Background: an optimization exercise with open tools, aiming at small area, a short achievable clock period and few clock cycles per item. Do not read the settings as production practice.
The RTL was checked by simulation tests, not by an equivalence proof against the original design.
Power figures rest on the tool's default switching activity, not on a simulated workload.

==> job 6476: inputs <==
// fir_serial_mac
module fir_serial_mac #(
  parameter int DATA_W = fir_pkg::DATA_W_DEF,
  parameter int COEF_W = fir_pkg::COEF_W_DEF,
  parameter int TAPS   = 11,
  parameter int FRAC_W = fir_pkg::FRAC_W_DEF,
  parameter int ADDR_W = fir_pkg::clog2(TAPS)
) (
  input  logic                     i_clk,
  input  logic                     i_rst,
  input  logic                     i_valid,
  output logic                     o_ready,
  input  logic signed [DATA_W-1:0] i_data,
  input  logic                     i_coef_we,
  input  logic [ADDR_W-1:0]        i_coef_addr,
  input  logic signed [COEF_W-1:0] i_coef_data,
  output logic                     o_valid,
  output logic signed [DATA_W-1:0] o_data,
  output logic                     o_sat
);
Settings: LEC_CHECK=0, CAP_MARGIN=20, CORE_MARGIN=2, CORE_UTILIZATION=55, CTS_CLUSTER_DIAMETER=90, CTS_CLUSTER_SIZE=20, PLACE_DENSITY=0.65, SLEW_MARGIN=30, SYNTH_HIERARCHICAL=1, SYNTH_MINIMUM_KEEP_SIZE=0, TNS_END_PERCENT=100; clock period 10.0 ns.
standard.sh (not shown) runs the stock make flow with config.mk's settings and CLKGATE_MAP_FILE= SYNTH_SCRIPT=/design/flow/synth_recipe.tcl, a recipe that flattens the netlist after the stock synthesis.
==> flow/flow/run.sh <==
#!/bin/bash
set -e
export SETUP_SLACK_MARGIN=6.2
bash standard.sh > standard_flow.log 2>&1
==> job 2321: changes against job 6476 <==
==> flow/flow/run.sh (replaced) <==
#!/bin/bash
set -e
export SETUP_SLACK_MARGIN=6.35
bash standard.sh > standard_flow.log 2>&1
==> results.txt <==
metric                                                                  job 2321                 job 6476
Measured slew at the worst slew-check pin                                1180 ps                  1150 ps
Total GRT Usage                                                            51.9%                    51.1%
Status                                                   complete, no violations  complete, no violations
Non-clock buffer area fraction after layout                                6.65%                    3.38%
Logic power comb                                                         4.32 mW                  4.13 mW
Start point of the critical path                             h10[1]$_SDFFE_PP0P_       h8[4]$_SDFFE_PP0P_
GR Layer Usage met3                                                        28.8%                    27.3%
Utilization of the core after routing                                      60.9%                    58.2%
Power per unit of standard cell area                                 114 nW/um^2              118 nW/um^2
Share of the final layout cell area in sequential cells                    20.5%                    21.3%
Worst reg2reg endpoint                                          pa_14_11$_DFF_P_         pa_14_10$_DFF_P_
Static power due to leakage                                              40.7 nW                  39.0 nW
Peak clock frequency supported by timing                               0.267 GHz                0.259 GHz
Delay of the slowest cell on the worst path                               650 ps                   690 ps
Gate power share                                                           35.7%                    34.6%
Testbench counts of job 6476, summed over its fixed seeds: cycles 1,984, items 1,920.
Testbench counts of job 2321, summed over its fixed seeds: cycles 1,984, items 1,920.

---

==> run Z <==
fir_serial_mac, a different RTL version from the one above (not shown whole).
==> flow/config.mk <==
export PLATFORM = sky130hd
export DESIGN_NAME = fir_serial_mac
export DESIGN_NICKNAME = fir_serial_mac
export VERILOG_FILES = /design/flow/design.v
export SDC_FILE = /design/flow/constraint.sdc
export NUM_CORES = 4
export LEC_CHECK = 0
export CAP_MARGIN = 20
export CORE_MARGIN = 2
export CORE_UTILIZATION = 55
export CTS_CLUSTER_DIAMETER = 90
export CTS_CLUSTER_SIZE = 20
export PLACE_DENSITY = 0.65
export SLEW_MARGIN = 30
export SYNTH_HIERARCHICAL = 1
export SYNTH_MINIMUM_KEEP_SIZE = 0
export TNS_END_PERCENT = 100
==> flow/constraint.sdc <==
create_clock -name core_clock -period 10.0 [get_ports {i_clk}]
set_input_delay 2.0000 -clock core_clock [delete_from_list [all_inputs] [get_ports {i_clk}]]
set_output_delay 2.0000 -clock core_clock [all_outputs]
set_load 0.01 [all_outputs]
==> flow/flow/run.sh <==
#!/bin/bash
set -e
export SETUP_SLACK_MARGIN=6.45
bash standard.sh > standard_flow.log 2>&1
==> run H: changes against run Z <==
==> flow/flow/run.sh (replaced) <==
#!/bin/bash
set -e
export SETUP_SLACK_MARGIN=6.3
bash standard.sh > standard_flow.log 2>&1
==> comparison <==
Final area: run Z is larger than run H (4.2%).
Of run H and run Z, run Z has the higher setup slack (gap 13 ps).
In run H the via count is lower than in run Z, by about 1.7%.
Of run Z and run H, run Z has the higher first-iteration DRC count (gap about 0.8%, measured against run H).
Register-to-register slack is about the same in run Z and run H.
Between run H and run Z, the lower global-route usage is in run H (gap 0.62 points).
Die area is the same in run H and run Z.
In clock power, run H and run Z hardly differ.
Area after synthesis is the same in run H and run Z.
Flip-flop and latch count is the same in run Z and run H.
Against run Z, the routed wire length of run H is smaller by about 2.4%.
Testbench counts of run Z, summed over its fixed seeds: cycles 1,984, items 1,920.
Testbench counts of run H, summed over its fixed seeds: cycles 1,984, items 1,920.

---

==> 06-15: inputs <==
Starting RTL as in the previous note.
Design fir_serial_mac, start of the top module:
module fir_serial_mac #(
  parameter int DATA_W = fir_pkg::DATA_W_DEF,
  parameter int COEF_W = fir_pkg::COEF_W_DEF,
  parameter int TAPS   = 11,
  parameter int FRAC_W = fir_pkg::FRAC_W_DEF,
  parameter int ADDR_W = fir_pkg::clog2(TAPS)
) (
  input  logic                     i_clk,
  input  logic                     i_rst,
  input  logic                     i_valid,
  output logic                     o_ready,
  input  logic signed [DATA_W-1:0] i_data,
  input  logic                     i_coef_we,
  input  logic [ADDR_W-1:0]        i_coef_addr,
  input  logic signed [COEF_W-1:0] i_coef_data,
  output logic                     o_valid,
  output logic signed [DATA_W-1:0] o_data,
  output logic                     o_sat
);
  logic [17:0] h1;
  logic [17:0] h2;
  logic [17:0] h3;
  logic [17:0] h4;
  logic [17:0] h5;
  logic [17:0] h6;
  logic [17:0] h7;
  logic [17:0] h8;
  logic [17:0] h9;
  logic [17:0] h10;
  logic [23:0] ce0;
  logic [23:0] ce1;
  logic [23:0] ce2;
  logic [23:0] ce3;
  logic [23:0] ce4;
  logic [23:0] ce5;
  logic [23:0] ce6;
  logic [23:0] ce7;
  logic [23:0] ce8;
  logic [23:0] ce9;
  logic [23:0] ce10;
  logic pa_0_0;
  logic pa_0_1;
  logic pa_0_2;
  logic pa_0_3;
  logic pa_0_4;
  logic pa_0_5;
  logic pa_0_6;
  logic pa_0_7;
  logic pa_0_8;
  logic pa_0_9;
  logic pa_0_10;
  logic pa_0_11;
  logic pa_0_12;
  ...
export LEC_CHECK = 0
export CAP_MARGIN = 20
export CORE_MARGIN = 2
export CORE_UTILIZATION = 55
export CTS_CLUSTER_DIAMETER = 90
export CTS_CLUSTER_SIZE = 20
export PLACE_DENSITY = 0.65
export SLEW_MARGIN = 30
export SYNTH_HIERARCHICAL = 1
export SYNTH_MINIMUM_KEEP_SIZE = 0
export TNS_END_PERCENT = 100
create_clock -name core_clock -period 10.0 [get_ports {i_clk}]
==> flow/flow/run.sh <==
#!/bin/bash
set -e
export SETUP_SLACK_MARGIN=6.35
bash standard.sh > standard_flow.log 2>&1
==> 10-18 (differences from 06-15) <==
==> flow/flow/run.sh (replaced) <==
#!/bin/bash
set -e
export SETUP_SLACK_MARGIN=6.2
bash standard.sh > standard_flow.log 2>&1
==> comparison table <==
item	06-15	10-18
Top cell by count, worst path	sky130_fd_sc_hd__fa_2	sky130_fd_sc_hd__fa_1
Most common cell after layout, fill and taps aside	sky130_fd_sc_hd__xnor2_1	sky130_fd_sc_hd__fa_1
Met1 Track Usage GR	61.45%	60.89%
Achievable frequency	270.1 MHz	262.4 MHz
Non-clock buffer area fraction after layout	5.391%	3.976%
Highest fanout seen on the critical path	17	19
Worst slew pin tran	1.116 ns	1.226 ns
Met1 wire length	160.5 mm	159.2 mm
Critical path origin	h2[16]	ce0[9]
Cell area after layout	104000 µm²	101600 µm²
Status	finished clean	finished clean
Share of the clock period used by the worst path	37.03%	38.11%
Non-filler instance count after layout	10343	10287
Number of inserted filler cells in the final layout	14176	14416
Multi-input combinational area share	68.72%	69.60%
Share of cells above drive strength 1	13.59%	10.51%
Testbench counts of 06-15, summed over its fixed seeds: cycles 1,984, items 1,920.
Testbench counts of 10-18, summed over its fixed seeds: cycles 1,984, items 1,920.

## what the ideal ports hide
The results above use ideal ports. As a check the final layouts listed here were re-extracted and re-timed, cells and wires unchanged.
Step 1, drivers: a clkbuf_16 drives i_clk and a buf_2 each remaining input, both assumed.
Step 2 also shifts input and output timing later by t, the mid clock arrival at the registers, as if the neighbouring blocks saw the same clock.
Slacks: ideal / step 1 / step 2; pairs: ideal / step 1.
run	t (ns)	setup WS [ns]	worst setup path at the end	clock arrival spread, ns	pins driven straight from the clock port
job 6476	0.853	6.146 / 6.146 / 6.146	register to register	0.048 / 0.049	1
job 2321	0.850	6.250 / 6.250 / 6.250	register to register	0.044 / 0.044	1
run Z	0.847	6.308 / 6.308 / 6.308	register to register	0.048 / 0.049	1
run H	0.847	6.294 / 6.262 / 6.294	register to register	0.050 / 0.049	1
06-15	0.843	6.297 / 6.267 / 6.297	register to register	0.051 / 0.051	1
10-18	0.837	6.189 / 6.132 / 6.189	register to register	0.045 / 0.045	1
After both steps setup and hold are still met in every run listed.
